This design comes from an exercise in tuning for a short achievable clock period and few clock cycles on the open sky130 flow, not from production work.
Function was checked by simulation only, so behaviour that the tests miss may differ from the original.
No run shown here takes its clock network from TritonCTS; it comes from the design's own scripts or RTL.
The flow treats the clock pin as an ideal source. Dropping or thinning the clock tree relies on that and would not hold on a real chip.
Power and IR drop assume default switching activity.

### flow/flow/run.sh
#!/bin/bash
# The standard layout, with the clock tree built by flow/mycts.tcl (a
# balanced two-level tree: four roots on the clock port, one leaf buffer
# per group of flip-flops) in place of TritonCTS. If the routed layout is
# left with an antenna violation, the layout is made once more with the
# cells spread a little more.
set -euo pipefail
W=$(pwd)
args=("PRE_CTS_TCL=$W/flow/mycts.tcl" MYCTS_STRIPS=8 MYCTS_SLICES=8)
bash standard.sh "${args[@]}" finish > "$W/standard.log" 2>&1
R=$W/orfs/results/sky130hd/dlx_top/base
printf 'read_db %s\nputs "ANTENNAS [check_antennas]"\n' "$R/6_final.odb" > "$W/antcheck.tcl"
n=$(openroad -no_init -exit "$W/antcheck.tcl" 2>&1 | tee "$W/antcheck.log" | sed -n 's/^ANTENNAS //p')
if [[ "$n" != "0" ]]; then
  mv "$W/orfs" "$W/orfs_try1"
  rm -f "$W/out/final.def"
  bash standard.sh "${args[@]}" PLACE_DENSITY_LB_ADDON=0.05 finish > "$W/standard2.log" 2>&1
fi
### flow/constraint.sdc
create_clock -name core_clock -period 5.5 [get_ports {clk}]
set_input_delay 1.1000 -clock core_clock [delete_from_list [all_inputs] [get_ports {clk}]]
set_output_delay 1.1000 -clock core_clock [all_outputs]
set_load 0.01 [all_outputs]
### flow/design.v
`default_nettype none
package dlx_pkg;
    parameter int xlen = 32;
    typedef logic [4:0]      reg_addr_t;
    typedef logic [xlen-1:0] word_t;
    localparam logic [5:0] op_special = 6'h00;
    localparam logic [5:0] op_addi    = 6'h08;
    localparam logic [5:0] op_lw      = 6'h23;
    localparam logic [5:0] op_sw      = 6'h2b;
    localparam logic [5:0] fn_add = 6'h20;
    localparam logic [5:0] fn_sub = 6'h22;
    localparam logic [5:0] fn_and = 6'h24;
    localparam logic [5:0] fn_or  = 6'h25;
    localparam logic [5:0] fn_slt = 6'h2a;
    typedef enum logic [2:0] {
        alu_add,
        alu_sub,
        alu_and,
        alu_or,
        alu_slt
    } alu_op_t;
    typedef enum logic [1:0] {
        from_reg,
        from_mem,
        from_wb
    } fwd_sel_t;
    typedef struct packed {
        logic    reg_write;
        logic    mem_to_reg;
        logic    mem_write;
        logic    use_imm;
        alu_op_t alu_op;
    } ctrl_t;
    typedef struct packed {
        ctrl_t     ctrl;
        word_t     rs1_val;
        word_t     rs2_val;
        word_t     imm;
        reg_addr_t rs1;
        reg_addr_t rs2;
        reg_addr_t rd;
    } id_ex_t;
    typedef struct packed {
        logic      reg_write;
        logic      mem_to_reg;
        logic      mem_write;
        word_t     alu_result;
        word_t     store_data;
        reg_addr_t rd;
    } ex_mem_t;
    typedef struct packed {
        logic      we;
        reg_addr_t rd;
        word_t     value;
    } wb_t;
    typedef struct packed {
        word_t addr;
        word_t wdata;
        logic  we;
    } dmem_req_t;
endpackage
`default_nettype wire
`timescale 1ns/1ps
`default_nettype none
module ks_nand2 (input wire a, input wire b, output wire y);
    assign y = ~(a & b);
endmodule
module ks_nor2 (input wire a, input wire b, output wire y);
    assign y = ~(a | b);
endmodule
module ks_inv (input wire a, output wire y);
    assign y = ~a;
endmodule
module ks_aoi21 (input wire t, input wire c, input wire g, output wire y);
    assign y = ~(g | (t & c));
endmodule
module ks_oai21 (input wire t, input wire c, input wire g, output wire y);
    assign y = ~(g & (t | c));
endmodule
module ks_maj_n (input wire a, input wire b, input wire cin, output wire y);
    assign y = ~((a & b) | (cin & (a | b)));
endmodule
module ks_mux2 (input wire s, input wire d0, input wire d1, output wire y);
    assign y = s ? d1 : d0;
endmodule
module ks_carry (
    input  wire [31:0] a,
    input  wire [31:0] b,
    input  wire        cin,
    output wire [31:0] c
);
    wire [31:0] g [6];
    wire [31:0] t [6];
    ks_maj_n u_g0 (.a(a[0]), .b(b[0]), .cin(cin), .y(g[0][0]));
    assign t[0][0] = 1'b0;
    for (genvar i = 1; i < 32; i++) begin : g_l0
        ks_nand2 u_g (.a(a[i]), .b(b[i]), .y(g[0][i]));
        ks_nor2  u_t (.a(a[i]), .b(b[i]), .y(t[0][i]));
    end
    for (genvar k = 1; k <= 5; k++) begin : g_lvl
        localparam int d = 1 << (k - 1);
        for (genvar i = 0; i < 32; i++) begin : g_bit
            if (i < d) begin : g_done
                ks_inv u_g (.a(g[k-1][i]), .y(g[k][i]));
                assign t[k][i] = 1'b0;
            end else if (k % 2 == 1) begin : g_odd
                ks_oai21 u_g (.t(t[k-1][i]), .c(g[k-1][i-d]), .g(g[k-1][i]), .y(g[k][i]));
                if (i >= 2 * d) begin : g_t
                    ks_nor2 u_t (.a(t[k-1][i]), .b(t[k-1][i-d]), .y(t[k][i]));
                end else begin : g_nt
                    assign t[k][i] = 1'b0;
                end
            end else begin : g_even
                ks_aoi21 u_g (.t(t[k-1][i]), .c(g[k-1][i-d]), .g(g[k-1][i]), .y(g[k][i]));
                if (i >= 2 * d) begin : g_t
                    ks_nand2 u_t (.a(t[k-1][i]), .b(t[k-1][i-d]), .y(t[k][i]));
                end else begin : g_nt
                    assign t[k][i] = 1'b1;
                end
            end
        end
    end
    assign c[0] = cin;
    assign c[31:1] = g[5][30:0];
endmodule
`default_nettype wire
`default_nettype none
module rf_a22oi (input wire a1, input wire a2, input wire b1, input wire b2, output wire y);
    assign y = ~((a1 & a2) | (b1 & b2));
endmodule
module rf_nand4 (input wire a, input wire b, input wire c, input wire d, output wire y);
    assign y = ~(a & b & c & d);
endmodule
module rf_read_bit (
    input  wire [31:1] sel,
    input  wire [31:1] d,
    output wire        y
);
    wire [15:0] l1;
    wire [3:0]  l2;
    wire [1:0]  l3;
    for (genvar j = 0; j < 15; j++) begin : g_l1
        rf_a22oi u (.a1(sel[2*j+1]), .a2(d[2*j+1]), .b1(sel[2*j+2]), .b2(d[2*j+2]), .y(l1[j]));
    end
    ks_nand2 u_l1 (.a(sel[31]), .b(d[31]), .y(l1[15]));
    for (genvar j = 0; j < 4; j++) begin : g_l2
        rf_nand4 u (.a(l1[4*j]), .b(l1[4*j+1]), .c(l1[4*j+2]), .d(l1[4*j+3]), .y(l2[j]));
    end
    ks_nor2  u_l3a (.a(l2[0]), .b(l2[1]), .y(l3[0]));
    ks_nor2  u_l3b (.a(l2[2]), .b(l2[3]), .y(l3[1]));
    ks_nand2 u_l4  (.a(l3[0]), .b(l3[1]), .y(y));
endmodule
`default_nettype wire
`default_nettype none
module ks_mux2i (input wire s, input wire d0, input wire d1, output wire y);
    assign y = ~(s ? d1 : d0);
endmodule
module ks_maj_p (input wire an, input wire bn, input wire cin, output wire y);
    assign y = (~an & ~bn) | (cin & (~an | ~bn));
endmodule
module ks_carry_n (
    input  wire [31:0] an,
    input  wire [31:0] bn,
    input  wire        cin,
    output wire [31:0] cn,
    output wire [31:0] cn2
);
    wire [31:0] g5b;
    wire [31:0] g [6];
    wire [31:0] t [6];
    ks_maj_p u_g0 (.an(an[0]), .bn(bn[0]), .cin(cin), .y(g[0][0]));
    assign t[0][0] = 1'b0;
    for (genvar i = 1; i < 32; i++) begin : g_l0
        ks_nor2  u_g (.a(an[i]), .b(bn[i]), .y(g[0][i]));
        ks_nand2 u_t (.a(an[i]), .b(bn[i]), .y(t[0][i]));
    end
    for (genvar k = 1; k <= 5; k++) begin : g_lvl
        localparam int d = 1 << (k - 1);
        for (genvar i = 0; i < 32; i++) begin : g_bit
            if (i < d) begin : g_done
                ks_inv u_g (.a(g[k-1][i]), .y(g[k][i]));
                if (k == 5) begin : g_dup
                    ks_inv u_g2 (.a(g[k-1][i]), .y(g5b[i]));
                end
                assign t[k][i] = 1'b0;
            end else if (k % 2 == 1) begin : g_odd
                ks_aoi21 u_g (.t(t[k-1][i]), .c(g[k-1][i-d]), .g(g[k-1][i]), .y(g[k][i]));
                if (k == 5) begin : g_dup
                    ks_aoi21 u_g2 (.t(t[k-1][i]), .c(g[k-1][i-d]), .g(g[k-1][i]), .y(g5b[i]));
                end
                if (i >= 2 * d) begin : g_t
                    ks_nand2 u_t (.a(t[k-1][i]), .b(t[k-1][i-d]), .y(t[k][i]));
                end else begin : g_nt
                    assign t[k][i] = 1'b1;
                end
            end else begin : g_even
                ks_oai21 u_g (.t(t[k-1][i]), .c(g[k-1][i-d]), .g(g[k-1][i]), .y(g[k][i]));
                if (i >= 2 * d) begin : g_t
                    ks_nor2 u_t (.a(t[k-1][i]), .b(t[k-1][i-d]), .y(t[k][i]));
                end else begin : g_nt
                    assign t[k][i] = 1'b0;
                end
            end
        end
    end
    assign cn[0] = ~cin;
    assign cn[31:1] = g[5][30:0];
    assign cn2[0] = ~cin;
    assign cn2[31:1] = g5b[30:0];
endmodule
`default_nettype wire
`default_nettype none
module rf_dec5 (input wire [4:0] a, output wire [31:0] y);
    for (genvar k = 0; k < 32; k++) begin : g_k
        assign y[k] = (a == 5'(k));
    end
endmodule
`default_nettype wire
`timescale 1ns/1ps
`default_nettype none
module dlx_top (
    input  logic        clk,
    input  logic        rst_n,
    output logic [31:0] imem_addr,
    input  logic [31:0] imem_data,
    output logic [31:0] dmem_addr,
    output logic [31:0] dmem_wdata,
    output logic        dmem_we,
    input  logic [31:0] dmem_rdata
);
    logic [29:0] pc;
    logic [29:0] pc_o;       
    logic        stall;      
    logic        d_wr;       
    logic        d_lw;       
    logic        d_early;    
    logic        d_sw;
    logic        d_r;        
    logic        d_inv;      
    logic        d_arith;    
    logic        d_and;
    logic        d_or;
    logic        d_slt;
    logic [4:0]  d_rs1;
    logic [4:0]  d_rs2;
    logic [4:0]  d_rd;
    logic [31:0] d_imm;
    logic [31:0] rfq_a;      
    logic [31:0] rfq_b;
    logic        d_fa;       
    logic        d_fb;
    logic        d_fs;
    logic        d_mal;      
    logic        d_mbl;
    logic        d_mar;      
    logic        d_mbr;
    logic        d_wa;       
    logic        d_wb;
    logic        d_w2a;      
    logic        d_w2b;      
    logic        d_fsl;      
    logic        e_wr;
    logic        e_lw;
    logic        e_early;
    logic        e_sw;
    logic [4:0]  e_rd;
    logic        e_inv;
    logic        e_arith;
    logic        e_and;
    logic        e_or;
    logic        e_slt;
    logic        e_fsl;      
    logic [31:0] ean;        
    logic [31:0] ebn;        
    logic [31:0] es;
    logic        m_wr;
    logic        m_lw;
    logic        m_sw;
    logic [4:0]  m_rd;
    logic [31:1] m_wen;      
    logic [31:0] m_res;
    logic [31:0] m_addr;     
    logic [31:0] m_sd;
    logic [31:0] m_val;      
    logic        w_wr;
    logic [4:0]  w_rd;
    logic [31:0] w_val;
    logic [31:0] w2_val;
    assign imem_addr = {pc_o, 2'b00};
    always_ff @(posedge clk or negedge rst_n) begin
        if (!rst_n) begin
            pc <= '0;
        end else if (!stall) begin
            pc <= pc + 30'd1;
        end
    end
    always_ff @(posedge clk) begin
        if (!rst_n) begin
            pc_o <= '0;
        end else if (!stall) begin
            pc_o <= pc + 30'd1;
        end
    end
    logic [5:0]  f_op;
    logic [5:0]  f_fn;
    logic [4:0]  f_rs1;
    logic [4:0]  f_rs2;
    logic [4:0]  f_rd;
    logic        f_add;
    logic        f_sub;
    logic        f_and;
    logic        f_or;
    logic        f_slt;
    logic        f_r;
    logic        f_addi;
    logic        f_lw;
    logic        f_sw;
    logic        f_wr;
    logic        f_early;
    logic [31:0] r_ir;
    logic        r_valid;
    logic [31:0] r_sel_a [4];
    logic [31:0] r_sel_b [4];
    logic [31:0] f_sel_a [4];
    logic [31:0] f_sel_b [4];
    for (genvar j = 0; j < 4; j++) begin : g_dec
        rf_dec5 u_a (.a(imem_data[25:21]), .y(f_sel_a[j]));
        rf_dec5 u_b (.a(imem_data[20:16]), .y(f_sel_b[j]));
    end
    always_ff @(posedge clk) begin
        if (!stall) begin
            r_ir <= imem_data;
            for (int j = 0; j < 4; j++) begin
                r_sel_a[j] <= f_sel_a[j];
                r_sel_b[j] <= f_sel_b[j];
            end
        end
    end
    always_ff @(posedge clk or negedge rst_n) begin
        if (!rst_n) begin
            r_valid <= 1'b0;
        end else if (!stall) begin
            r_valid <= 1'b1;
        end
    end
    assign f_op   = r_ir[31:26];
    assign f_fn   = r_ir[5:0];
    assign f_rs1  = r_ir[25:21];
    assign f_rs2  = r_ir[20:16];
    assign f_rd   = (f_op == 6'h00) ? r_ir[15:11] : r_ir[20:16];
    assign f_add  = (f_op == 6'h00) && (f_fn == 6'h20);
    assign f_sub  = (f_op == 6'h00) && (f_fn == 6'h22);
    assign f_and  = (f_op == 6'h00) && (f_fn == 6'h24);
    assign f_or   = (f_op == 6'h00) && (f_fn == 6'h25);
    assign f_slt  = (f_op == 6'h00) && (f_fn == 6'h2a);
    assign f_r    = f_add || f_sub || f_and || f_or || f_slt;
    assign f_addi = (f_op == 6'h08);
    assign f_lw   = r_valid && (f_op == 6'h23);
    assign f_sw   = r_valid && (f_op == 6'h2b);
    assign f_wr   = r_valid && (f_r || f_addi || f_lw) && (f_rd != 5'd0);
    assign f_early = f_lw && (f_rs1 == 5'd0) && (f_rd != 5'd0) && !d_lw && !d_sw;
    logic [31:0] rf [32];
    assign rf[0] = '0;
    logic [31:0] m_wd [4];
    for (genvar j = 0; j < 4; j++) begin : g_wd
        for (genvar i = 0; i < 32; i++) begin : g_bit
            ks_mux2 u_wd (.s(m_lw), .d0(m_res[i]), .d1(dmem_rdata[i]), .y(m_wd[j][i]));
        end
    end
    for (genvar k = 1; k < 32; k++) begin : g_rf
        logic [31:0] q;
        always_ff @(posedge clk) begin
            if (m_wen[k]) begin
                q <= m_wd[k / 8];
            end
        end
        assign rf[k] = q;
    end
    logic [31:0] f_rf_a;
    logic [31:0] f_rf_b;
    for (genvar i = 0; i < 32; i++) begin : g_rd
        logic [31:1] col;
        for (genvar k = 1; k < 32; k++) begin : g_col
            assign col[k] = rf[k][i];
        end
        rf_read_bit u_a (.sel(r_sel_a[i / 8][31:1]), .d(col), .y(f_rf_a[i]));
        rf_read_bit u_b (.sel(r_sel_b[i / 8][31:1]), .d(col), .y(f_rf_b[i]));
    end
    logic [31:0] a_d;
    logic [31:0] b_d;
    always_ff @(posedge clk) begin
        if (!stall) begin
            d_rs1   <= f_rs1;
            d_rs2   <= f_rs2;
            d_rd    <= f_rd;
            d_imm   <= {{16{r_ir[15]}}, r_ir[15:0]};
            d_r     <= f_r;
            d_inv   <= f_sub || f_slt;
            d_arith <= f_add || f_sub || f_addi || f_lw || f_sw;
            d_and   <= f_and;
            d_or    <= f_or;
            d_slt   <= f_slt;
        end
    end
    always_ff @(posedge clk) begin
        if (!stall) begin
            rfq_a <= f_rf_a;
            rfq_b <= f_rf_b;
            d_w2a <= 1'b0;
            d_w2b <= 1'b0;
            d_fa  <= d_wr && !d_lw && (f_rs1 == d_rd);
            d_fb  <= f_r && d_wr && !d_lw && (f_rs2 == d_rd);
            d_fs  <= d_wr && !d_lw && (f_rs2 == d_rd);
            d_fsl <= d_lw && (f_rs2 == d_rd);
            d_mal <= e_lw && (f_rs1 == e_rd);
            d_mbl <= e_lw && (f_rs2 == e_rd);
            d_mar <= e_wr && !e_lw && (f_rs1 == e_rd);
            d_mbr <= e_wr && !e_lw && (f_rs2 == e_rd);
            d_wa  <= m_wr && (f_rs1 == m_rd);
            d_wb  <= m_wr && (f_rs2 == m_rd);
        end else begin
            d_w2a <= d_wa;
            d_w2b <= d_wb;
            d_fa  <= 1'b0;
            d_fb  <= 1'b0;
            d_fs  <= 1'b0;
            d_fsl <= 1'b0;
            d_mal <= e_lw && (d_rs1 == e_rd);
            d_mbl <= e_lw && (d_rs2 == e_rd);
            d_mar <= e_wr && !e_lw && (d_rs1 == e_rd);
            d_mbr <= e_wr && !e_lw && (d_rs2 == e_rd);
            d_wa  <= m_wr && (d_rs1 == m_rd);
            d_wb  <= m_wr && (d_rs2 == m_rd);
        end
    end
    always_ff @(posedge clk or negedge rst_n) begin
        if (!rst_n) begin
            stall <= 1'b0;
            d_wr  <= 1'b0;
            d_lw  <= 1'b0;
            d_early <= 1'b0;
            d_sw  <= 1'b0;
        end else if (!stall) begin
            stall <= d_lw && ((((f_r || f_addi || f_lw || f_sw) && (f_rs1 == d_rd))) ||
                              (f_r && (f_rs2 == d_rd)));
            d_wr  <= f_wr;
            d_lw  <= f_lw && (f_rd != 5'd0) && !f_early;
            d_early <= f_early;
            d_sw  <= f_sw;
        end else begin
            stall <= 1'b0;
        end
    end
    assign a_d = d_mal ? dmem_rdata : (d_mar ? m_res : (d_wa ? w_val : (d_w2a ? w2_val : rfq_a)));
    assign b_d = d_mbl ? dmem_rdata : (d_mbr ? m_res : (d_wb ? w_val : (d_w2b ? w2_val : rfq_b)));
    logic [31:0] bop_d;
    assign bop_d = d_r ? (b_d ^ {32{d_inv}}) : d_imm;
    logic [31:0] ea;
    logic [31:0] eb;
    logic [31:0] cn;
    logic [31:0] cn2;
    assign ea = ~ean;
    assign eb = ~ebn;
    ks_carry_n u_carry (
        .an  (ean),
        .bn  (ebn),
        .cin (e_inv),
        .cn  (cn),
        .cn2 (cn2)
    );
    logic [31:0] p;
    logic [31:0] lg;
    logic [31:0] r0;     
    logic [31:0] r1;     
    logic [31:0] cs;     
    logic        v0;
    assign p  = ean ^ ebn;
    assign lg = ({32{e_and}} & (ea & eb)) | ({32{e_or}} & (ea | eb));
    assign v0 = e_arith ? (p[0] ^ e_inv) : lg[0];
    always_comb begin
        r0 = e_arith ? p : lg;
        r1 = e_arith ? ~p : lg;
        r0[0] = e_slt ? (p[31] | ea[31]) : v0;
        r1[0] = e_slt ? (!p[31] && ea[31]) : v0;
        if (e_early) begin
            r0 = dmem_rdata;
            r1 = dmem_rdata;
        end
    end
    assign cs = {cn[31:1], cn[31]};
    logic [31:0] cs2;
    assign cs2 = {cn2[31:1], cn2[31]};
    logic [31:0] za0;
    logic [31:0] za1;
    logic [31:0] zb0;
    logic [31:0] zb1;
    logic [31:0] zs0;
    logic [31:0] zs1;
    assign za0 = d_fa ? r0 : a_d;
    assign za1 = d_fa ? r1 : a_d;
    assign zb0 = d_fb ? (r0 ^ {32{d_inv}}) : bop_d;
    assign zb1 = d_fb ? (r1 ^ {32{d_inv}}) : bop_d;
    assign zs0 = d_fs ? r0 : b_d;
    assign zs1 = d_fs ? r1 : b_d;
    logic [31:0] y;
    logic [31:0] ea_n;       
    logic [31:0] eb_n;       
    logic [31:0] es_n;
    logic [31:0] addr_n;
    logic [31:0] zm0;
    logic [31:0] zm1;
    assign zm0 = d_early ? d_imm : r0;
    assign zm1 = d_early ? d_imm : r1;
    for (genvar i = 0; i < 32; i++) begin : g_sel
        ks_mux2  u_y (.s(cs2[i]), .d0(r1[i]),  .d1(r0[i]),  .y(y[i]));
        ks_mux2i u_a (.s(cs[i]), .d0(za1[i]), .d1(za0[i]), .y(ea_n[i]));
        ks_mux2i u_b (.s(cs[i]), .d0(zb1[i]), .d1(zb0[i]), .y(eb_n[i]));
        ks_mux2  u_s (.s(cs2[i]), .d0(zs1[i]), .d1(zs0[i]), .y(es_n[i]));
        ks_mux2  u_m (.s(cs2[i]), .d0(zm1[i]), .d1(zm0[i]), .y(addr_n[i]));
    end
    always_ff @(posedge clk) begin
        ean     <= ea_n;
        ebn     <= eb_n;
        es      <= es_n;
        e_rd    <= d_rd;
        e_inv   <= d_inv;
        e_arith <= d_arith;
        e_and   <= d_and;
        e_or    <= d_or;
        e_slt   <= d_slt;
        e_fsl   <= d_fsl;
    end
    always_ff @(posedge clk or negedge rst_n) begin
        if (!rst_n) begin
            e_wr <= 1'b0;
            e_lw <= 1'b0;
            e_early <= 1'b0;
            e_sw <= 1'b0;
        end else begin
            e_wr <= d_wr && !stall;
            e_lw <= d_lw && !stall;
            e_early <= d_early && !stall;
            e_sw <= d_sw && !stall;
        end
    end
    assign m_val = m_lw ? dmem_rdata : m_res;
    always_ff @(posedge clk) begin
        m_addr <= addr_n;
        m_rd  <= e_rd;
        for (int k = 1; k < 32; k++) begin
            m_wen[k] <= e_wr && (e_rd == 5'(k));
        end
        m_sd  <= e_fsl ? dmem_rdata : es;
        w_rd  <= m_rd;
        w_val <= m_val;
        w2_val <= w_val;
    end
    always_ff @(posedge clk or negedge rst_n) begin
        if (!rst_n) begin
            m_wr <= 1'b0;
            m_lw <= 1'b0;
            w_wr <= 1'b0;
            m_res <= '0;
        end else begin
            m_wr <= e_wr;
            m_lw <= e_lw;
            w_wr <= m_wr;
            m_res <= y;
        end
    end
    always_ff @(posedge clk) begin
        m_sw <= rst_n && e_sw;
    end
    assign dmem_addr  = m_addr;
    assign dmem_wdata = m_sd;
    assign dmem_we    = m_sw;
endmodule
`default_nettype wire
### flow/config.mk
export PLATFORM = sky130hd
export DESIGN_NAME = dlx_top
export DESIGN_NICKNAME = dlx_top
export VERILOG_FILES = /design/flow/design.v
export SDC_FILE = /design/flow/constraint.sdc
export NUM_CORES = 4
export LEC_CHECK = 0
export CAP_MARGIN = 20
export CORE_MARGIN = 2
export CORE_UTILIZATION = 40
export SETUP_SLACK_MARGIN = 3.5
export SLEW_MARGIN = 20
export SYNTH_HIERARCHICAL = 1
export SYNTH_MINIMUM_KEEP_SIZE = 0
### flow/flow/mycts.tcl
# Clock tree built here in place of TritonCTS: the flip-flops are split into
# compact groups of about equal size (strips in x, then slices in y), each
# group gets a clkbuf_16 at its centre, and the groups are split into four
# quadrants, each with a clkbuf_16 root driven straight from the clock port.
# Every flip-flop sees the same two buffers, so the tree is balanced.

proc clock_tree_synthesis {args} {
  set block [ord::get_db_block]
  set db [ord::get_db]
  set master [$db findMaster sky130_fd_sc_hd__clkbuf_16]
  set clk_net [$block findNet clk]
  set nstrip $::env(MYCTS_STRIPS)
  set nslice $::env(MYCTS_SLICES)

  # sinks: every instance pin on the clock net
  set sinks {}
  foreach it [$clk_net getITerms] {
    set inst [$it getInst]
    set bb [$inst getBBox]
    set x [expr {([$bb xMin] + [$bb xMax]) / 2}]
    set y [expr {([$bb yMin] + [$bb yMax]) / 2}]
    lappend sinks [list $x $y $it]
  }
  set n [llength $sinks]
  puts "mycts: $n sinks, $nstrip x $nslice groups"

  # strips in x of equal count, then slices in y of equal count
  set sorted [lsort -integer -index 0 $sinks]
  set groups {}
  for {set s 0} {$s < $nstrip} {incr s} {
    set lo [expr {($s * $n) / $nstrip}]
    set hi [expr {(($s + 1) * $n) / $nstrip - 1}]
    set strip [lsort -integer -index 1 [lrange $sorted $lo $hi]]
    set m [llength $strip]
    for {set t 0} {$t < $nslice} {incr t} {
      set lo2 [expr {($t * $m) / $nslice}]
      set hi2 [expr {(($t + 1) * $m) / $nslice - 1}]
      lappend groups [list $s $t [lrange $strip $lo2 $hi2]]
    }
  }

  # leaf buffers
  set leaves {}
  set k 0
  foreach g $groups {
    lassign $g s t members
    set sx 0; set sy 0
    foreach mbr $members { set sx [expr {$sx + [lindex $mbr 0]}]; set sy [expr {$sy + [lindex $mbr 1]}] }
    set cx [expr {$sx / [llength $members]}]
    set cy [expr {$sy / [llength $members]}]
    set inst [odb::dbInst_create $block $master "mycts_leaf_$k"]
    $inst setLocation [expr {$cx - 2000}] [expr {$cy - 1360}]
    $inst setPlacementStatus PLACED
    set net [odb::dbNet_create $block "mycts_leaf_net_$k"]
    $net setSigType CLOCK
    [$inst findITerm X] connect $net
    foreach mbr $members {
      set it [lindex $mbr 2]
      $it disconnect
      $it connect $net
    }
    lappend leaves [list $s $t $cx $cy $inst]
    incr k
  }

  # four roots, one per quadrant of groups
  set hs [expr {$nstrip / 2}]
  set ht [expr {$nslice / 2}]
  for {set q 0} {$q < 4} {incr q} {
    set mine {}
    foreach l $leaves {
      lassign $l s t cx cy inst
      set qs [expr {$s >= $hs}]
      set qt [expr {$t >= $ht}]
      if {[expr {$qs * 2 + $qt}] == $q} { lappend mine $l }
    }
    set sx 0; set sy 0
    foreach l $mine { set sx [expr {$sx + [lindex $l 2]}]; set sy [expr {$sy + [lindex $l 3]}] }
    set cx [expr {$sx / [llength $mine]}]
    set cy [expr {$sy / [llength $mine]}]
    set root [odb::dbInst_create $block $master "mycts_root_$q"]
    $root setLocation [expr {$cx - 2000}] [expr {$cy - 1360}]
    $root setPlacementStatus PLACED
    set net [odb::dbNet_create $block "mycts_root_net_$q"]
    $net setSigType CLOCK
    [$root findITerm X] connect $net
    [$root findITerm A] connect $clk_net
    foreach l $mine { [[lindex $l 4] findITerm A] connect $net }
    puts "mycts: root $q drives [llength $mine] leaves"
  }
  $clk_net setSigType CLOCK
  global_connect
  set_propagated_clock [all_clocks]
}
### flow/standard.sh
#!/bin/bash
# synth_recipe.tcl (not shown) runs the flow's synth.tcl, then flattens the netlist and writes it again
# the make line also repeats each setting of config.mk as NAME=value (left out here)
make -C /OpenROAD-flow-scripts/flow DESIGN_CONFIG=/design/flow/config.mk WORK_HOME=/design/flow/orfs CLKGATE_MAP_FILE= SYNTH_SCRIPT=/design/flow/synth_recipe.tcl "${@:-finish}"
==> results of run 1 <==
==> placed cells by master, fill, tap and decap left out, types with 51 or more instances in the layout <==
| cell type | instances |
|---|---|
| nor2_1 | 568 |
| nand3_1 | 55 |
| buf_4 | 174 |
| ha_1 | 67 |
| a22oi_2 | 963 |
| edfxtp_1 | 1373 |
| clkbuf_16 | 69 |
| nand2_1 | 418 |
| o21a_1 | 57 |
| buf_6 | 124 |
| mux2i_1 | 127 |
| a21o_1 | 95 |
| dfxtp_2 | 143 |
| dfxtp_1 | 151 |
| nor2b_1 | 76 |
| dfrtp_1 | 70 |
| a21oi_2 | 51 |
| o21ai_0 | 79 |
| nand2b_1 | 72 |
| xnor2_1 | 78 |
| mux2_2 | 72 |
| inv_1 | 156 |
| a21oi_1 | 137 |
| mux2_4 | 224 |
| nand4_1 | 268 |
==> critical path, stage by stage (launching register included) <==
cell and delay (ns):
dfxtp_2 0.36, inv_2 0.03, maj3_2 0.35, a21oi_4 0.24, inv_2 0.09, a21oi_4 0.18
clkinvlp_4 0.12, buf_6 0.14, a21oi_4 0.25, mux2_4 0.33
==> worst max path at each step <==
stage | end | cells after the start | startpoint
2_1_floorplan | w_val[10] | 3 | m_lw
3_3_place_gp | ebn[31] | 6 | dmem_rdata[31]
3_5_place_dp | ebn[31] | 6 | dmem_rdata[31]
4_1_cts | dmem_addr[30] | 1 | m_addr[30]
5_1_grt | m_addr[18] | 7 | ean[14]
6_report | m_addr[22] | 9 | ean[0]
==> metal layers <==
layer	part of all wire (%)	vias to the layer above	track usage, %
li1	-	24500	-
met1	42	29000	34.7
met2	46	2601	40.2
met3	8.1	441	3.31
met4	3.7	8	7.83
met5	0.019	-	0
==> through the flow <==
step / hold slack [ns] / cells / utilization, %
after floorplan: 0.310 / 6185 / -
after global routing: 0.341 / 9272 / 45.2
after CTS: 0.338 / 9187 / 44.5
after detailed placement: 0.319 / 9023 / 42.6
final: 0.335 / 9276 / 45.2
after global placement: 0.318 / 9023 / 42.6
==> report_power, final <==
group	switching, mW	internal, mW
registers	0.904	15.4
logic	5.38	3.88
clock network	3.96	2.21
==> what timing repair did <==
item / in CTS / in global routing
pin swaps: 29 / 41
resized for setup: 920 / 232
cloned: 5 / 1
hold buffers: 0 / 0
endpoints found under the setup margin: 1586 / 634
buffers inserted: 91 / 84
==> cell type report <==
cell class	instances	area, um2	area share, %
Timing Repair Buffer	414	4280	4.52
Antenna cell	4	10.0	0.0106
Inverter	194	853	0.902
Tap cell	2805	3510	3.71
Sequential cell	1761	49600	52.4
Buffer	68	1700	1.80
Multi-Input combinational cell	4028	34600	36.6
Timing Repair inverter	2	17.5	0.0185
==> key figures, run 1 <==
Synthesis
  – Avg Cell Area, Syn: 13.6 um2
  – Mapped Area: 0.0844 mm2
  – Yosys warns: 17
  – Syn Inst Count: 6,184

Critical path
  – CP Class: reg -> reg
  – Register-to-register path setup slack: approximately 3.3 ns
  – Crit path required time: 5.97 ns
  – Crit path DAT: 2.67 ns
  – Worst r2r src: ean[0]
  – Critical R2R Capture: m_addr[22]
  – Worst Setup End Kind: register
  – Startpoint types: register
  – Crit-path max FO: 3
  – R2R depth: 9

Layout
  – Biggest regs: g_rf.q (992), r_sel_a (124), r_sel_b (124)
  – Layout cell share with drive strength beyond 1: 35.0%
  – Layout Nets: 6,602
  – Top reg by flops: g_rf.q
  – FILL cells: 18.6k
  – P&R area growth vs syn: 12.2%
  – Max FFs per register: slightly below 1k
  – Final Cell Area: 0.0947 mm2

Timing
  – Setup ws final: 3.30 ns
  – Final Hold Viols: 0
  – Clk_skew: 0.0503 ns
  – Fin. max-slew vios: 0
  – TNS Setup: 0 ns
  – Final worst path period share: 40.0%
  – Final min period: 2.20 ns
  – Fmax: approximately 450 MHz
  – Final setup vio count: 0
  – Rel. slew slack: 41.9%
  – Unrepaired setup endpoints after global routing: true
  – Worst Max-Slew Pin Slew: 0.872 ns

Detailed routing
  – Avg WL per Cell: 30.3 um
  – Drt initial violations: 6,490
  – DR vias/cell: 6.10
  – DRT antenna net count: 0
  – Router iterations before antenna repair: 6
  – DR vias: about 57k
  – Total Wirelength: 281,000 um
  – DRC Markers: 0

Global route
  – Vias in the first global route: 54.9k
  – Total gr overflow: 0
  – Global-route wire length before repair: roughly 390,000 um
  – Initial antenna violation count: 16
  – Total track usage: 24.9%
  – Pin count of the biggest net entering global routing: 69

CTS
  – CTS clock-pin slew for the worst setup and hold paths: between 0.1 and 0.15 ns
  – Worst-Skew Late Latency: 0.58 ns

Power
  – Peak supply drop: 0.342 mV
  – Static Leakage: approximately 32 nW
  – Pwr per Cell Area: about 340 mW/mm2
  – Total power: 31.7 mW

Place
  – Post-DP HPWL: 188,000 um
  – Routability cong.: 0.968
  – Pre-CTS setup slack: between 2 and 2.5 ns
  – Dpl cell area: 0.0892 mm2
  – IO buf count: 160

Hold path
  – Worst hold path endpoint: e_fsl
  – Hold path startpoint: d_fsl
  – Worst hold path type: reg -> reg
  – Worst hold stages: 0

Die
  – I/O Pins: 163
  – Die Width: 463 um
  – Starting Density: 40.3%
  – Die Y: 463 um
  – FP Rows: 168
  – Area of the die: about 0.21 mm2
  – Core area: approximately 0.21 mm2

Run
  – Max-capacitance violation count: 0

Run status
  – Status: no timing/DRC/antenna violations
Testbench counts, summed over its fixed seeds: cycles 24,878.
==> inputs of run 2 (changes only) <==
--- a/flow/design.v
+++ b/flow/design.v
@@ -157,4 +157,11 @@
 endmodule
+module ks_a21o (input wire a, input wire b, input wire c, output wire y);
+    assign y = (a & b) | c;
+endmodule
 module ks_maj_p (input wire an, input wire bn, input wire cin, output wire y);
-    assign y = (~an & ~bn) | (cin & (~an | ~bn));
+    wire cinn;
+    wire u;
+    ks_inv   u_i (.a(cin), .y(cinn));
+    ks_a21o  u_u (.a(an), .b(bn), .c(cinn), .y(u));
+    ks_oai21 u_y (.t(an), .c(bn), .g(u), .y(y));
 endmodule
@@ -272,2 +279,3 @@
     logic        e_fsl;      
+    logic        e_fs;       
     logic [31:0] ean;        
@@ -496,4 +504,2 @@
     logic [31:0] zb1;
-    logic [31:0] zs0;
-    logic [31:0] zs1;
     assign za0 = d_fa ? r0 : a_d;
@@ -502,4 +508,2 @@
     assign zb1 = d_fb ? (r1 ^ {32{d_inv}}) : bop_d;
-    assign zs0 = d_fs ? r0 : b_d;
-    assign zs1 = d_fs ? r1 : b_d;
     logic [31:0] y;
@@ -507,3 +511,2 @@
     logic [31:0] eb_n;       
-    logic [31:0] es_n;
     logic [31:0] addr_n;
@@ -517,3 +520,2 @@
         ks_mux2i u_b (.s(cs[i]), .d0(zb1[i]), .d1(zb0[i]), .y(eb_n[i]));
-        ks_mux2  u_s (.s(cs2[i]), .d0(zs1[i]), .d1(zs0[i]), .y(es_n[i]));
         ks_mux2  u_m (.s(cs2[i]), .d0(zm1[i]), .d1(zm0[i]), .y(addr_n[i]));
@@ -523,3 +525,3 @@
         ebn     <= eb_n;
-        es      <= es_n;
+        es      <= b_d;
         e_rd    <= d_rd;
@@ -531,2 +533,3 @@
         e_fsl   <= d_fsl;
+        e_fs    <= d_fs;
     end
@@ -552,3 +555,3 @@
         end
-        m_sd  <= e_fsl ? dmem_rdata : es;
+        m_sd  <= e_fs ? m_res : (e_fsl ? dmem_rdata : es);
         w_rd  <= m_rd;
==> run 2 against run 1 <==
Effect of this change:
- final cell count decreased by 2.3%
- worst setup slack got worse by 0.056 ns
- first-iteration DRC count decreased by 3.8%
- fmax decreased by 2.5%
- register-to-register slack about the same
- hold slack got worse by 0.00068 ns
- clock power increased by 1%
- power decreased by 5.8%
- area after synthesis decreased by 1.9%
- synthesized cell count decreased by 1.9%
- critical path depth decreased by 8
- clock skew decreased by 0.016 ns
- critical endpoint is now dmem_wdata[0]
- highest routed layer unchanged
==> key figures, run 2 <==
Run status
  – Status: no timing/DRC/antenna violations

Synthesis
  – Syn Inst Count: 6,068 (-1.9%)
  – Avg Cell Area, Syn: 13.6 um2 (about the same)
  – Mapped Area: 0.0828 mm2 (-1.9%)
  – Yosys warns: 17 (unchanged)

Timing
  – Worst Max-Slew Pin Slew: 0.975 ns (+0.102 ns)
  – TNS Setup: 0 ns (unchanged)
  – Setup ws final: 3.25 ns (-0.0555 ns)
  – Final min period: 2.25 ns (+0.0555 ns)
  – Clk_skew: 0.0340 ns (-0.0164 ns)
  – Fin. max-slew vios: 0 (unchanged)
  – Final setup vio count: 0 (unchanged)
  – Final Hold Viols: 0 (unchanged)
  – Rel. slew slack: 35.0% (-6.8 points)
  – Unrepaired setup endpoints after global routing: true
  – Final worst path period share: 41.0% (+1.0 points)
  – Fmax: 444 MHz (-2.5%)

Critical path
  – R2R depth: 8 (-1)
  – Crit path DAT: 1.15 ns (-1.52 ns)
  – Crit path required time: 4.40 ns (-1.57 ns)
  – Register-to-register path setup slack: 3.30 ns (about the same)
  – Critical R2R Capture: ebn[20]
  – Delay-heaviest family, CP: flip-flops
  – Slowest cell on crit path: dfxtp_4
  – CP bufs+invs: 1 (-3)
  – Max stage delay on crit path: 0.45 ns (+0.09 ns)
  – Startpoint types: register
  – CP Class: reg -> out
  – CP Launch Point: m_sd[0]
  – Crit-path max FO: 1 (-2)
  – Worst r2r src: e_early
  – Worst Setup End Kind: primary output
  – CP Cell Sequence: buf_6

Hold path
  – Worst hold stages: 0 (unchanged)
  – Worst hold path type: reg -> reg
  – Worst hold path endpoint: e_fs
  – Hold path startpoint: d_fs

Die
  – I/O Pins: 163 (unchanged)
  – Die Y: 459 um (-0.93%)
  – Core area: 0.206 mm2 (-1.5%)
  – FP Rows: 167 (-0.60%)
  – Starting Density: 40.1% (-0.15 points)
  – Die Width: 459 um (-0.93%)
  – Area of the die: 0.211 mm2 (-1.8%)

Layout
  – Layout Nets: 6,492 (-1.7%)
  – Top reg by flops: g_rf.q
  – Biggest regs: g_rf.q (992), r_sel_a (124), r_sel_b (124)
  – P&R area growth vs syn: 13.5%
  – Non-Filler Instances: 9,067 (-2.3%)
  – Final Cell Area: 0.0940 mm2 (-0.70%)
  – Max FFs per register: 992 (unchanged)
  – Most frequent cells in the layout: 1,373 x edfxtp_1, 962 x a22oi_2, 627 x nor2_1, 390 x nand2_1, 268 x nand4_1
  – Layout cell share with drive strength beyond 1: 35.3% (+0.28 points)
  – Commonest non-fill, non-tap cell in the layout: edfxtp_1

Detailed routing
  – Total Wirelength: 290,000 um (+3.4%)
  – Avg WL per Cell: 32.0 um (+5.8%)
  – Router iterations before antenna repair: 6 (unchanged)
  – DR vias: 56.1k (-0.85%)
  – DRC Markers: 0 (unchanged)
  – DR vias/cell: 6.18 (+1.4%)
  – DRT antenna net count: 0 (unchanged)
  – Drt initial violations: 6,245 (-3.8%)

Global route
  – Initial antenna violation count: 33 (+17)
  – Global-route wire length before repair: 401,000 um (+2.1%)
  – Vias in the first global route: 54.4k (-1.0%)
  – Total gr overflow: 0 (unchanged)
  – Pin count of the biggest net entering global routing: 113 (+64%)
  – Total track usage: 26.2% (+1.3 points)

Place
  – Routability cong.: 0.934 (-3.5%)
  – Placed cell count: 8,797 (-2.5%)
  – Dpl cell area: 0.0876 mm2 (-1.9%)
  – IO buf count: 160 (unchanged)
  – Post-DP HPWL: 185,000 um (-1.3%)
  – Pre-CTS setup slack: 2.13 ns (+0.130 ns)

Run
  – Max-capacitance violation count: 0 (unchanged)

Power
  – Peak supply drop: 0.356 mV (+3.9%)
  – Static Leakage: 31.3 nW (-2.6%)
  – Total power: 29.9 mW (-5.8%)
  – Pwr per Cell Area: 318 mW/mm2 (-5.1%)

CTS
  – CTS clock-pin slew for the worst setup and hold paths: 0.12 ns (about the same)
  – Worst-Skew Late Latency: 0.57 ns (about the same)
## run 2: worst reg2reg max path, delay by kind of cell, from the launching register on
family / cells / cell delay [ns]
AOI/OAI and AO/OA: 2 / 0.58
DFF: 1 / 0.54
and+or+nand+nor: 2 / 0.43
buffers and inverters: 2 / 0.28
xor gates and xnor gates: 1 / 0.16
muxes: 1 / 0.11
## run 2: worst max path at each step
stage	endpoint	cells past startpoint	slack, ns
floorplan	w_val[10]	3	2.90
global placement	ebn[5]	6	2.14
detailed placement	ebn[1]	6	2.13
CTS	dmem_addr[3]	1	3.24
global route	dmem_addr[3]	1	3.24
finish	dmem_wdata[0]	1	3.25
## run 2: repair_timing
action / 4_1_cts / 5_1_grt
gates cloned: 11 / 6
setup endpoints to repair: 1600 / 429
pin swaps: 105 / 110
buffers inserted: 123 / 56
hold buffers: 0 / 0
gates resized for setup: 1015 / 304
## run 2: metal layers
layer	up-vias	global-route usage [%]	part of all wire (%)
li1	24000	-	-
met1	28800	35.4	40
met2	2673	42.0	46
met3	590	3.57	8.1
met4	26	11.5	5.6
met5	-	0	0.057
## run 2: cell type report
cell class | instances | area (um2)
plain buffers | 68 | 1700
diodes | 6 | 15.0
inverters | 176 | 687
repair buffers | 410 | 4550
fillers | 18100 | 112000
repair inverters | 2 | 15.0
multi-input cells | 3939 | 33800
well taps | 2704 | 3380
flip-flops and latches | 1762 | 49800
## run 2: report_power, final
part	internal [mW]	total, mW	switching [mW]
clock	2.21	6.23	4.02
sequential	15.2	16.1	0.857
combinational	2.87	7.57	4.70
total	20.3	29.9	9.58
## run 2: stage by stage
| step | hold WS, ns | utilization, % |
|---|---|---|
| 6_report | 0.334 | 45.5 |
| 4_1_cts | 0.332 | 44.7 |
| 2_1_floorplan | 0.310 | - |
| 5_1_grt | 0.343 | 45.5 |
| 3_3_place_gp | 0.313 | 42.4 |
| 3_5_place_dp | 0.312 | 42.4 |
Testbench counts of run 2, summed over its fixed seeds: cycles 24,878.
==> inputs of run 3 (changes only) <==
--- a/flow/design.v
+++ b/flow/design.v
@@ -219,7 +219,2 @@
 `default_nettype none
-module rf_dec5 (input wire [4:0] a, output wire [31:0] y);
-    for (genvar k = 0; k < 32; k++) begin : g_k
-        assign y[k] = (a == 5'(k));
-    end
-endmodule
 `default_nettype wire
@@ -329,10 +324,4 @@
     logic        r_valid;
-    logic [31:0] r_sel_a [4];
-    logic [31:0] r_sel_b [4];
-    logic [31:0] f_sel_a [4];
-    logic [31:0] f_sel_b [4];
-    for (genvar j = 0; j < 4; j++) begin : g_dec
-        rf_dec5 u_a (.a(imem_data[25:21]), .y(f_sel_a[j]));
-        rf_dec5 u_b (.a(imem_data[20:16]), .y(f_sel_b[j]));
-    end
+    logic [31:0] r_sel_a;
+    logic [31:0] r_sel_b;
     always_ff @(posedge clk) begin
@@ -340,5 +329,5 @@
             r_ir <= imem_data;
-            for (int j = 0; j < 4; j++) begin
-                r_sel_a[j] <= f_sel_a[j];
-                r_sel_b[j] <= f_sel_b[j];
+            for (int k = 0; k < 32; k++) begin
+                r_sel_a[k] <= (imem_data[25:21] == 5'(k));
+                r_sel_b[k] <= (imem_data[20:16] == 5'(k));
             end
@@ -371,8 +360,2 @@
     assign rf[0] = '0;
-    logic [31:0] m_wd [4];
-    for (genvar j = 0; j < 4; j++) begin : g_wd
-        for (genvar i = 0; i < 32; i++) begin : g_bit
-            ks_mux2 u_wd (.s(m_lw), .d0(m_res[i]), .d1(dmem_rdata[i]), .y(m_wd[j][i]));
-        end
-    end
     for (genvar k = 1; k < 32; k++) begin : g_rf
@@ -381,3 +364,3 @@
             if (m_wen[k]) begin
-                q <= m_wd[k / 8];
+                q <= m_val;
             end
@@ -393,4 +376,4 @@
         end
-        rf_read_bit u_a (.sel(r_sel_a[i / 8][31:1]), .d(col), .y(f_rf_a[i]));
-        rf_read_bit u_b (.sel(r_sel_b[i / 8][31:1]), .d(col), .y(f_rf_b[i]));
+        rf_read_bit u_a (.sel(r_sel_a[31:1]), .d(col), .y(f_rf_a[i]));
+        rf_read_bit u_b (.sel(r_sel_b[31:1]), .d(col), .y(f_rf_b[i]));
     end
--- a/flow/flow/run.sh
+++ b/flow/flow/run.sh
@@ -8,3 +8,3 @@
 W=$(pwd)
-args=("PRE_CTS_TCL=$W/flow/mycts.tcl" MYCTS_STRIPS=8 MYCTS_SLICES=8)
+args=("PRE_CTS_TCL=$W/flow/mycts.tcl" MYCTS_STRIPS=8 MYCTS_SLICES=8 MYCTS_ROOT=sky130_fd_sc_hd__buf_16)
 bash standard.sh "${args[@]}" finish > "$W/standard.log" 2>&1
--- a/flow/flow/mycts.tcl
+++ b/flow/flow/mycts.tcl
@@ -3,3 +3,4 @@
 # group gets a clkbuf_16 at its centre, and the groups are split into four
-# quadrants, each with a clkbuf_16 root driven straight from the clock port.
+# quadrants, each with a root buffer (MYCTS_ROOT) driven straight from the
+# clock port.
 # Every flip-flop sees the same two buffers, so the tree is balanced.
@@ -10,2 +11,3 @@
   set master [$db findMaster sky130_fd_sc_hd__clkbuf_16]
+  set rmaster [$db findMaster $::env(MYCTS_ROOT)]
   set clk_net [$block findNet clk]
@@ -80,3 +82,3 @@
     set cy [expr {$sy / [llength $mine]}]
-    set root [odb::dbInst_create $block $master "mycts_root_$q"]
+    set root [odb::dbInst_create $block $rmaster "mycts_root_$q"]
     $root setLocation [expr {$cx - 2000}] [expr {$cy - 1360}]
--- a/flow/config.mk
+++ b/flow/config.mk
@@ -9,3 +9,3 @@
 export CORE_MARGIN = 2
-export CORE_UTILIZATION = 40
+export CORE_UTILIZATION = 45
 export SETUP_SLACK_MARGIN = 3.5
==> run 3 against run 2 <==
Effect of this change:
- die area shrank 20%
- global-route usage grew 2.0 points
- synthesized cell count shrank 9.6%
- fmax grew 1.1%
- clock power shrank 7.1%
- clock skew grew 0.0075 ns
- critical path type is now reg -> reg
- largest cell class unchanged
==> key figures, run 3 <==
Die
  – Core area: 0.163 mm2 (-21%)
  – Area of the die: 0.168 mm2 (-20%)
  – FP Rows: 148 (-11%)
  – Starting Density: 45.4% (+5.3 points)
  – I/O Pins: 163 (unchanged)
  – Die Width: 409 um (-11%)
  – Die Y: 409 um (-11%)

Layout
  – Commonest non-fill, non-tap cell in the layout: edfxtp_1
  – P&R area growth vs syn: 13.8%
  – Layout cell share with drive strength beyond 1: 36.5% (+1.2 points)
  – Top reg by flops: g_rf.q
  – Fin util: 51.7% (+6.1 points)
  – Final Cell Area: 0.0842 mm2 (-10%)
  – Max FFs per register: 992 (unchanged)
  – Most frequent cells in the layout: 1,187 x edfxtp_1, 960 x a22oi_2, 408 x nand2_1, 376 x nor2_1, 266 x nand4_1
  – Layout Nets: 5,922 (-8.8%)
  – Non-Filler Instances: 7,969 (-12%)

Power
  – Static Leakage: 27.5 nW (-12%)
  – Seq pwr share: 51.2% (-2.6 points)
  – Peak supply drop: 0.328 mV (-7.9%)
  – Total power: 27.9 mW (-6.6%)
  – Power Internal: 18.8 mW (-7.6%)
  – Switching share of power: 32.8% (+0.73 points)
  – Logic pwr share: 28.1% (+2.8 points)
  – Clock power frac: 20.7% (about the same)
  – Pwr per Cell Area: 331 mW/mm2 (+4.2%)
  – Switching Power: 9.15 mW (-4.5%)

Hold path
  – Worst hold path type: reg -> reg
  – Hold path startpoint: d_fsl
  – Worst hold stages: 0 (unchanged)
  – Worst hold path endpoint: e_fsl

Critical path
  – CP Cell Sequence: buf_12, or2_4, a221oi_4, nor2_2, xnor2_1, a2111oi_2, mux2i_1
  – Startpoint types: register
  – Crit path required time: 5.89 ns (+1.49 ns)
  – Crit path DAT: 2.62 ns (+1.47 ns)
  – R2R depth: 7 (-1)
  – Slowest cell on crit path: dfrtp_4
  – Worst Setup End Kind: register
  – CP Class: reg -> reg
  – Critical R2R Capture: ebn[13]
  – Worst r2r src: e_early
  – Crit-path max FO: 5 (+4)
  – Register-to-register path setup slack: 3.27 ns (-0.03 ns)
  – Max stage delay on crit path: 0.52 ns (+0.07 ns)

Place
  – IO buf count: 160 (unchanged)
  – Pre-CTS setup slack: 2.38 ns (+0.250 ns)
  – Routability cong.: 0.971 (+3.9%)
  – Dpl cell area: 0.0788 mm2 (-10%)
  – Placed cell count: 7,758 (-12%)
  – Post-DP HPWL: 150,000 um (-19%)

Timing
  – Final Hold Viols: 0 (unchanged)
  – Worst Max-Slew Pin Slew: 1.14 ns (+0.166 ns)
  – Setup ws final: 3.27 ns (+0.0237 ns)
  – Final min period: 2.23 ns (-0.0237 ns)
  – WHS: 0.329 ns (-0.00493 ns)
  – Unrepaired setup endpoints after global routing: true
  – Final worst path period share: 40.5% (-0.43 points)
  – Fin. max-slew vios: 0 (unchanged)
  – Fmax: 448 MHz (+1.1%)
  – Rel. slew slack: 23.9% (-11 points)
  – Clk_skew: 0.0414 ns (+0.00748 ns)
  – TNS Setup: 0 ns (unchanged)
  – Final setup vio count: 0 (unchanged)

Detailed routing
  – DR vias: 50.3k (-10%)
  – DRT antenna net count: 0 (unchanged)
  – Total Wirelength: 246,000 um (-15%)
  – Avg WL per Cell: 30.9 um (-3.3%)
  – DRC Markers: 0 (unchanged)
  – Router iterations before antenna repair: 9 (+3)
  – DR vias/cell: 6.31 (+2.1%)
  – Drt initial violations: 5,061 (-19%)

Global route
  – Pin count of the biggest net entering global routing: 147 (+30%)
  – Total gr overflow: 0 (unchanged)
  – Vias in the first global route: 49.7k (-8.6%)
  – Total track usage: 28.2% (+2.0 points)
  – Global-route wire length before repair: 347,000 um (-13%)
  – Initial antenna violation count: 7 (-79%)

CTS
  – CTS clock-pin slew for the worst setup and hold paths: 0.11 ns (about the same)
  – Worst-Skew Late Latency: 0.53 ns (-0.04 ns)

Synthesis
  – Avg Cell Area, Syn: 13.5 um2 (-1.1%)
  – Mapped Area: 0.0740 mm2 (-11%)
  – Yosys warns: 9 (-8)
  – Syn Inst Count: 5,483 (-9.6%)

Run
  – Max-capacitance violation count: 0 (unchanged)

Run status
  – Status: no timing/DRC/antenna violations
## run 3: area by class of cell
class / count / area, um2
Antenna cell: 7 / 17.5
Buffer: 68 / 1710
Fill cell: 13700 / 78700
Inverter: 183 / 816
Multi-Input combinational cell: 3554 / 30800
Sequential cell: 1576 / 44100
Tap cell: 2175 / 2720
Timing Repair Buffer: 406 / 4050
## run 3: worst max-delay path by stage
stage              startpoint  slack (ns)      end  cells after the start
2_1_floorplan  dmem_rdata[10]        3.35  ebn[10]                      5
3_3_place_gp    dmem_rdata[3]        2.38   ebn[3]                      6
3_5_place_dp    dmem_rdata[6]        2.38   ebn[6]                      7
4_1_cts               e_early        3.27  ebn[13]                      7
5_1_grt               e_early        3.23   ebn[2]                      7
6_report              e_early        3.27  ebn[13]                      7
## run 3: power by group through the flow
stage	Combinational (mW)	Clock, mW	Sequential (mW)
CTS	7.23	5.85	14.2
global route	8.24	6.23	14.3
global placement	6.20	0	14.4
finish	7.84	5.79	14.3
floorplan	4.04	0	14.3
detailed placement	6.24	0	14.4
## run 3: worst max-delay path, delay by kind of cell, from the launching register on
family                    cells  cell delay (ns)
AOI/OAI and AO/OA             2             0.68
xor gates and xnor gates      1             0.17
muxes                         1             0.13
buffers and inverters         1             0.16
DFF                           1             0.52
and+or+nand+nor               2             0.45
## run 3: per-layer routing
metal / GRT usage, % / share of wire (%)
met5: 0 / 0.019
met4: 10.4 / 4.6
met3: 3.02 / 6.2
met2: 47.2 / 48
met1: 37.8 / 41
## run 3: repair_timing
| item | CTS | global route |
|---|---|---|
| setup endpoints to repair | 1501 | 471 |
| setup buffers | 75 | 50 |
| gates resized for setup | 934 | 287 |
| gates cloned | 8 | 3 |
| hold buffers | 0 | 0 |
| pin swaps | 62 | 73 |
Testbench counts of run 3, summed over its fixed seeds: cycles 24,878.
==> inputs of run 4 (changes only) <==
--- a/flow/design.v
+++ b/flow/design.v
@@ -389,3 +389,3 @@
             d_inv   <= f_sub || f_slt;
-            d_arith <= f_add || f_sub || f_addi || f_lw || f_sw;
+            d_arith <= f_add || f_sub || f_addi || (f_lw && !f_early) || f_sw;
             d_and   <= f_and;
@@ -468,3 +468,4 @@
     assign p  = ean ^ ebn;
-    assign lg = ({32{e_and}} & (ea & eb)) | ({32{e_or}} & (ea | eb));
+    assign lg = ({32{e_and}} & (ea & eb)) | ({32{e_or}} & (ea | eb)) |
+                ({32{e_early}} & dmem_rdata);
     assign v0 = e_arith ? (p[0] ^ e_inv) : lg[0];
@@ -475,6 +476,2 @@
         r1[0] = e_slt ? (!p[31] && ea[31]) : v0;
-        if (e_early) begin
-            r0 = dmem_rdata;
-            r1 = dmem_rdata;
-        end
     end
==> run 4 against run 3 <==
Effect of this change:
- still clean
- register-to-register slack is essentially flat
- critical path depth fell by 5
- sequential power about the same
- combinational power shrank 2%
- worst setup slack gained 0.0090 ns
==> key figures, run 4 <==
Run status
  – Status: no timing/DRC/antenna violations

Critical path
  – Slowest cell on crit path: mux2_2
  – CP Class: reg -> reg
  – Max stage delay on crit path: 0.81 ns (+0.29 ns)
  – CP Launch Point: m_lw
  – Levels on crit path: 2 (-5)
  – Startpoint types: register
  – Critical Path End: g_rf[1].q[22]
  – Crit-path max FO: 32 (+27)
  – Critical R2R Capture: g_rf[1].q[22]
  – Crit path required time: 5.70 ns (-0.19 ns)
  – Delay-heaviest family, CP: multiplexers
  – Crit path DAT: 2.42 ns (-0.20 ns)
  – Worst Setup End Kind: register
  – R2R depth: 2 (-5)
  – Register-to-register path setup slack: 3.28 ns (about the same)
  – CP Cell Sequence: buf_4, mux2_2
  – Worst r2r src: m_lw
  – CP bufs+invs: 1 (unchanged)

Die
  – Die Y: 409 um (about the same)
  – Starting Density: 45.4% (about the same)
  – FP Rows: 148 (unchanged)
  – I/O Pins: 163 (unchanged)
  – Core area: 0.163 mm2 (unchanged)
  – Die Width: 409 um (about the same)
  – Area of the die: 0.168 mm2 (about the same)

Timing
  – Unrepaired setup endpoints after global routing: true
  – Worst Max-Slew Pin Slew: 1.18 ns (+0.0398 ns)
  – Fin. max-slew vios: 0 (unchanged)
  – Final Hold Viols: 0 (unchanged)
  – Rel. slew slack: 21.3% (-2.7 points)
  – Final min period: 2.22 ns (-0.00898 ns)
  – Fmax: 450 MHz (+0.40%)
  – Final worst path period share: 40.4% (-0.16 points)
  – TNS Setup: 0 ns (unchanged)
  – Final setup vio count: 0 (unchanged)
  – Clk_skew: 0.0378 ns (-0.00365 ns)

Detailed routing
  – DRT antenna net count: 0 (unchanged)
  – DR vias: 49.9k (-0.88%)
  – DRC Markers: 0 (unchanged)
  – Drt initial violations: 4,151 (-18%)
  – Router iterations before antenna repair: 6 (-3)
  – Avg WL per Cell: 30.3 um (-2.1%)
  – DR vias/cell: 6.22 (-1.5%)
  – Total Wirelength: 243,000 um (-1.5%)

Layout
  – Layout Nets: 5,972 (+0.84%)
  – Layout cell share with drive strength beyond 1: 36.2% (-0.33 points)
  – Commonest non-fill, non-tap cell in the layout: edfxtp_1
  – P&R area growth vs syn: 13.6%
  – Most frequent cells in the layout: 1,187 x edfxtp_1, 966 x a22oi_2, 448 x nand2_1, 268 x nand4_1, 249 x nor2_1
  – Top reg by flops: g_rf.q
  – Max FFs per register: 992 (unchanged)
  – Non-Filler Instances: 8,018 (+0.61%)

Place
  – Routability cong.: 0.932 (-3.9%)
  – IO buf count: 160 (unchanged)
  – Placed cell count: 7,821 (+0.81%)
  – Post-DP HPWL: 152,000 um (+1.1%)

Global route
  – Vias in the first global route: 49.0k (-1.4%)
  – Total track usage: 27.9% (-0.26 points)
  – Initial antenna violation count: 4 (-3)
  – Pin count of the biggest net entering global routing: 137 (-6.8%)
  – Total gr overflow: 0 (unchanged)
  – Global-route wire length before repair: 346,000 um (-0.47%)

Power
  – Clock power frac: 21.0% (+0.3 points)
  – Switching share of power: 32.4% (-0.35 points)
  – Seq pwr share: 51.4% (+0.2 points)
  – Pwr per Cell Area: 331 mW/mm2 (-0.12%)
  – Logic pwr share: 27.7% (-0.4 points)
  – Static Leakage: 27.9 nW (+1.4%)
  – Power Internal: 18.8 mW (+0.12%)
  – Peak supply drop: 0.307 mV (-6.4%)
  – Switching Power: 9.01 mW (-1.4%)

CTS
  – CTS clock-pin slew for the worst setup and hold paths: 0.10 ns (about the same)
  – Worst-Skew Late Latency: 0.53 ns (about the same)
  – Hold-fix buffers, CTS: 0 (unchanged)

Synthesis
  – Yosys warns: 9 (unchanged)
  – Avg Cell Area, Syn: 13.3 um2 (-1.4%)
  – Mapped Area: 0.0739 mm2 (about the same)
  – Syn Inst Count: 5,558 (+1.4%)

Run
  – Max-capacitance violation count: 0 (unchanged)

Hold path
  – Worst hold path type: reg -> reg
[run 4: cell count changes in the layout (fill, tap and decap cells not counted), moves of 38 or more]
cell and delta:
a221oi_4 -38, nor2_1 -127, nor3_1 +44, nand2_1 +40
inv_1 +56, xnor2_1 -54
[run 4: repair_timing]
item | CTS | global route
endpoints found under the hold margin | 0 | 0
pin swaps | 54 | 93
gates resized for setup | 901 | 372
cloned | 4 | 2
setup buffers | 68 | 50
setup endpoints to repair | 1435 | 741
[run 4: per-stage QoR]
step | util (%) | total power, mW | hold WS, ns | worst slack (ns) | area, um2
floorplan | - | 18.2 | 0.310 | 3.28 | 74200
global placement | 48.3 | 20.4 | 0.313 | 2.62 | 78700
detailed placement | 48.3 | 20.5 | 0.319 | 2.54 | 78700
CTS | 50.6 | 27.1 | 0.337 | 3.34 | 82400
global route | 51.5 | 28.8 | 0.343 | 3.24 | 84000
finish | 51.5 | 27.8 | 0.335 | 3.28 | 84000
[run 4: worst min-delay path by stage]
stage,startpoint,end,slack [ns],cells after the start
final,d_fs,e_fs,0.33,0
after global routing,d_fsl,e_fsl,0.34,0
after CTS,d_fs,e_fs,0.34,0
after detailed placement,d_fs,e_fs,0.32,0
after global placement,d_fs,e_fs,0.31,0
after floorplan,d_fs,e_fs,0.31,0
[run 4: per-layer routing]
layer / track usage [%] / share of wire, % / up-vias
li1: - / - / 22100
met1: 39.1 / 44 / 25700
met2: 46.0 / 47 / 1690
met3: 2.84 / 5.5 / 417
met4: 8.18 / 3.5 / 4
met5: 0 / 0.011 / -
[run 4: power by group through the flow]
| stage | Clock (mW) | Combinational (mW) | Sequential [mW] |
|---|---|---|---|
| floorplan | 0 | 3.92 | 14.3 |
| global placement | 0 | 6.06 | 14.4 |
| detailed placement | 0 | 6.12 | 14.4 |
| CTS | 5.94 | 6.98 | 14.2 |
| global route | 6.30 | 8.14 | 14.3 |
| finish | 5.83 | 7.69 | 14.3 |
[run 4: final cells by class]
cell class / count / area, um2
multi-input cells: 3567 / 30700
diodes: 4 / 10.0
fillers: 13900 / 79000
repair inverters: 1 / 5.00
flip-flops and latches: 1576 / 44100
inverters: 237 / 936
repair buffers: 390 / 3770
well taps: 2175 / 2720
plain buffers: 68 / 1710
Testbench counts of run 4, summed over its fixed seeds: cycles 24,878.

-- re-timing with driven ports --
The flow's constraints put no driver on any port. The routed layouts listed below were extracted and timed again, unchanged, in two steps. Step 1 (the two cells are an assumption about what drives the block):
set clk [get_ports {clk}]
set_driving_cell -lib_cell sky130_fd_sc_hd__clkbuf_16 $clk
set_driving_cell -lib_cell sky130_fd_sc_hd__buf_2 [delete_from_list [all_inputs] $clk]
Step 2 moves the port delays by t, midway between the first and last clock arrival at a register: inputs arrive t later, outputs are due t later. That takes back most of the time a late clock gives input paths. a / b / c = ideal / step 1 / step 2; a / b = the first two.
| run | t, ns | slack for setup (ns) | worst register clock-pin slew, ns |
|---|---|---|---|
| run 1 | 0.740 | 3.302 / 3.119 / 2.833 | 0.12 / 0.12 |
| run 2 | 0.744 | 3.246 / 3.055 / 2.665 | 0.12 / 0.12 |
| run 3 | 0.687 | 3.270 / 3.197 / 2.763 | 0.12 / 0.12 |
| run 4 | 0.693 | 3.279 / 3.186 / 2.964 | 0.12 / 0.12 |
After both steps setup and hold are still met in every run listed. The setup slack of run 2, which loses most, moves by -0.191 ns with the drivers and by -0.581 ns with both steps.
